This design comes from an exercise in tuning for small area, a short achievable clock period and few clock cycles on the open sky130 flow, not from production work. At most, simulation tests tie the RTL to the original design; equivalence was not proved. Power and IR drop assume default switching activity.

== run B ==
// tl_ul_bios
module tl_ul_bios (
    input  logic                              clk,
    input  logic                              reset,
    input  logic                              a_valid,
    output logic                              a_ready,
    input  logic [2:0]                        a_opcode,
    input  logic [2:0]                        a_size,
    input  logic [tl_bios_pkg::SID_W-1:0]     a_source,
    input  logic [tl_bios_pkg::ADDR_W-1:0]    a_address,
    input  logic [tl_bios_pkg::STRB_W-1:0]    a_mask,
    input  logic [tl_bios_pkg::XLEN-1:0]      a_data,
    output logic                              d_valid,
    input  logic                              d_ready,
    output logic [2:0]                        d_opcode,
    output logic [2:0]                        d_size,
    output logic [tl_bios_pkg::SID_W-1:0]     d_source,
    output logic [tl_bios_pkg::XLEN-1:0]      d_data,
    output logic                              d_denied
);
Settings: LEC_CHECK=0, CAP_MARGIN=20, CORE_MARGIN=2, CORE_UTILIZATION=60, CTS_CLUSTER_DIAMETER=100, CTS_CLUSTER_SIZE=30, SETUP_SLACK_MARGIN=3.1, SLEW_MARGIN=20; clock period 5.5 ns.
run.sh (not shown) runs the stock make flow with config.mk's settings and CLKGATE_MAP_FILE= SYNTH_SCRIPT=/design/flow/synth_recipe.tcl, a recipe that flattens the netlist after the stock synthesis.
Run B went all the way through synthesis, placement and routing and the layout is clean on timing, DRC and antenna.
--- input diff run B..run X ---
==> flow/flow/run.sh (new file) <==
#!/bin/bash
# Standard layout, except that sizing may swap a cell for one of another
# footprint and the port buffers are buf_4 instead of the smallest buffer.
set -euo pipefail
bash standard.sh synth > flow_synth.log 2>&1
bash standard.sh MATCH_CELL_FOOTPRINT=0 "BUFFER_PORTS_ARGS=-buffer_cell sky130_fd_sc_hd__buf_4" finish > flow_layout.log 2>&1
==> flow/standard.sh (new file) <==
#!/bin/bash
# synth_recipe.tcl (not shown) runs the flow's synth.tcl, then flattens the netlist and writes it again
# the make line also repeats each setting of config.mk as NAME=value (left out here)
make -C /OpenROAD-flow-scripts/flow DESIGN_CONFIG=/design/flow/config.mk WORK_HOME=/design/flow/orfs CLKGATE_MAP_FILE= SYNTH_SCRIPT=/design/flow/synth_recipe.tcl "${@:-finish}"
removed: flow/run.sh
==> run notes <==
Delta (run X minus run B): clock network power consumption did not really move, synthesis-to-layout area growth lower, slack of the critical path higher, register share of the cell area saw an increase. Going from run B to run X, top fanout value on the critical path shrinks by 3. Summary of run X over run B: placer congestion estimate went up by about 0.7%; non-clock buffer instance count of the final layout went down by 4; post-cts repair resize count went down by about 90%.
No functional check of the RTL was part of any run of this note.

* * *

== lane 3 ==
tl_ul_bios, a different RTL version from the one above (not shown whole).
Size: about 2700 cells after synthesis, ~120 I/O pins, about 45000 um^2 of cells after synthesis.
## tl_ul_bios
module tl_ul_bios (
    input  logic                              clk,
    input  logic                              reset,
    input  logic                              a_valid,
    output logic                              a_ready,
    input  logic [2:0]                        a_opcode,
    input  logic [2:0]                        a_size,
    input  logic [tl_bios_pkg::SID_W-1:0]     a_source,
    input  logic [tl_bios_pkg::ADDR_W-1:0]    a_address,
    input  logic [tl_bios_pkg::STRB_W-1:0]    a_mask,
    input  logic [tl_bios_pkg::XLEN-1:0]      a_data,
    output logic                              d_valid,
    input  logic                              d_ready,
    output logic [2:0]                        d_opcode,
    output logic [2:0]                        d_size,
    output logic [tl_bios_pkg::SID_W-1:0]     d_source,
    output logic [tl_bios_pkg::XLEN-1:0]      d_data,
    output logic                              d_denied
);
clock: 5.5 ns
lec_check: 0
cap_margin: 20
core_margin: 2
core_utilization: 70
cts_cluster_diameter: 100
cts_cluster_size: 30
setup_slack_margin: 3.3
slew_margin: 20
standard.sh (not shown) runs the stock make flow with config.mk's settings and CLKGATE_MAP_FILE= SYNTH_SCRIPT=/design/flow/synth_recipe.tcl, a recipe that flattens the netlist after the stock synthesis.
==> flow/flow/run.sh <==
#!/bin/bash
# Standard layout, except that sizing may swap a cell for one of another
# footprint and the port buffers are buf_2 instead of the smallest buffer.
set -euo pipefail
bash standard.sh synth > flow_synth.log 2>&1
bash standard.sh MATCH_CELL_FOOTPRINT=0 "BUFFER_PORTS_ARGS=-buffer_cell sky130_fd_sc_hd__buf_2" finish > flow_layout.log 2>&1
Lane 3 finished every stage and its layout cleared the timing, DRC and antenna checks.
Testbench counts of lane 3, summed over its fixed seeds: cycles 16,024.
> inputs changed (lane 3 -> lane 5)
# lane 3
export LEC_CHECK = 0
export CAP_MARGIN = 20
export CORE_MARGIN = 2
export CORE_UTILIZATION = 70
export CTS_CLUSTER_DIAMETER = 100
export CTS_CLUSTER_SIZE = 30
export SETUP_SLACK_MARGIN = 3.3
export SLEW_MARGIN = 20
create_clock -name core_clock -period 5.5 [get_ports {clk}]
# lane 5
export LEC_CHECK = 0
export CAP_MARGIN = 20
export CORE_MARGIN = 2
export CORE_UTILIZATION = 60
export CTS_CLUSTER_DIAMETER = 100
export CTS_CLUSTER_SIZE = 30
export SETUP_SLACK_MARGIN = 3.1
export SLEW_MARGIN = 20
create_clock -name core_clock -period 5.5 [get_ports {clk}]
### Flow results
Lane 3 → lane 5: HPWL reported at the end of detailed placement went up 4.3%, tap cell instance count now sits higher, largest voltage drop on the vdd net lower, total core area picked up an extra 11000 um^2.
Lane 3 ended up with d_data[19]$_DFFE_PP0P_ as its worst setup path startpoint; lane 5 ended up with d_data[20]$_DFFE_PP0P_.
Compared with lane 3, in lane 5 minimum clock period after layout increased by 0.019 ns relative to the old numbers, normalized max-slew margin decreased by 5.4 points relative to the old numbers, weighted congestion at the end of routability-driven global placement decreased by 0.059 relative to the old numbers.
After synthesis and placement, the instance count of lane 5 is above that of lane 3.
Total vias in the final route: lane 5 vs lane 3 down 951
Compared with lane 3, lane 5 supports a lower clock frequency.

==> re-timing with driven ports <==
The results above use ideal ports. As a check the final layouts listed here were re-extracted and re-timed, cells and wires unchanged. Step 1: set_driving_cell puts a clkbuf_16 on clk and a buf_2 on each other input, an assumption about the parent block. Step 2 also shifts input and output timing later by t, the mid clock arrival at the registers, as if the neighbouring blocks saw the same clock. Slacks: ideal / step 1 / step 2; pairs: ideal / step 1.
run	t, ns	slack for setup (ns)	hold WS [ns]	worst setup path at the end	pins driven straight from the clock port
run B	0.713	3.072 / 3.054 / 2.403	0.462 / 0.462 / 0.462	input to register	1
run X	0.714	3.101 / 3.035 / 2.476	0.464 / 0.464 / 0.464	input to register	1
lane 3	0.708	3.112 / 3.043 / 2.571	0.460 / 0.460 / 0.460	input to register	1
lane 5	0.720	3.092 / 3.021 / 2.551	0.462 / 0.462 / 0.462	input to register	1
After both steps every run listed still meets setup and hold. The setup slack of run B, which loses most, moves by -0.018 ns with the drivers and by -0.669 ns with both steps.
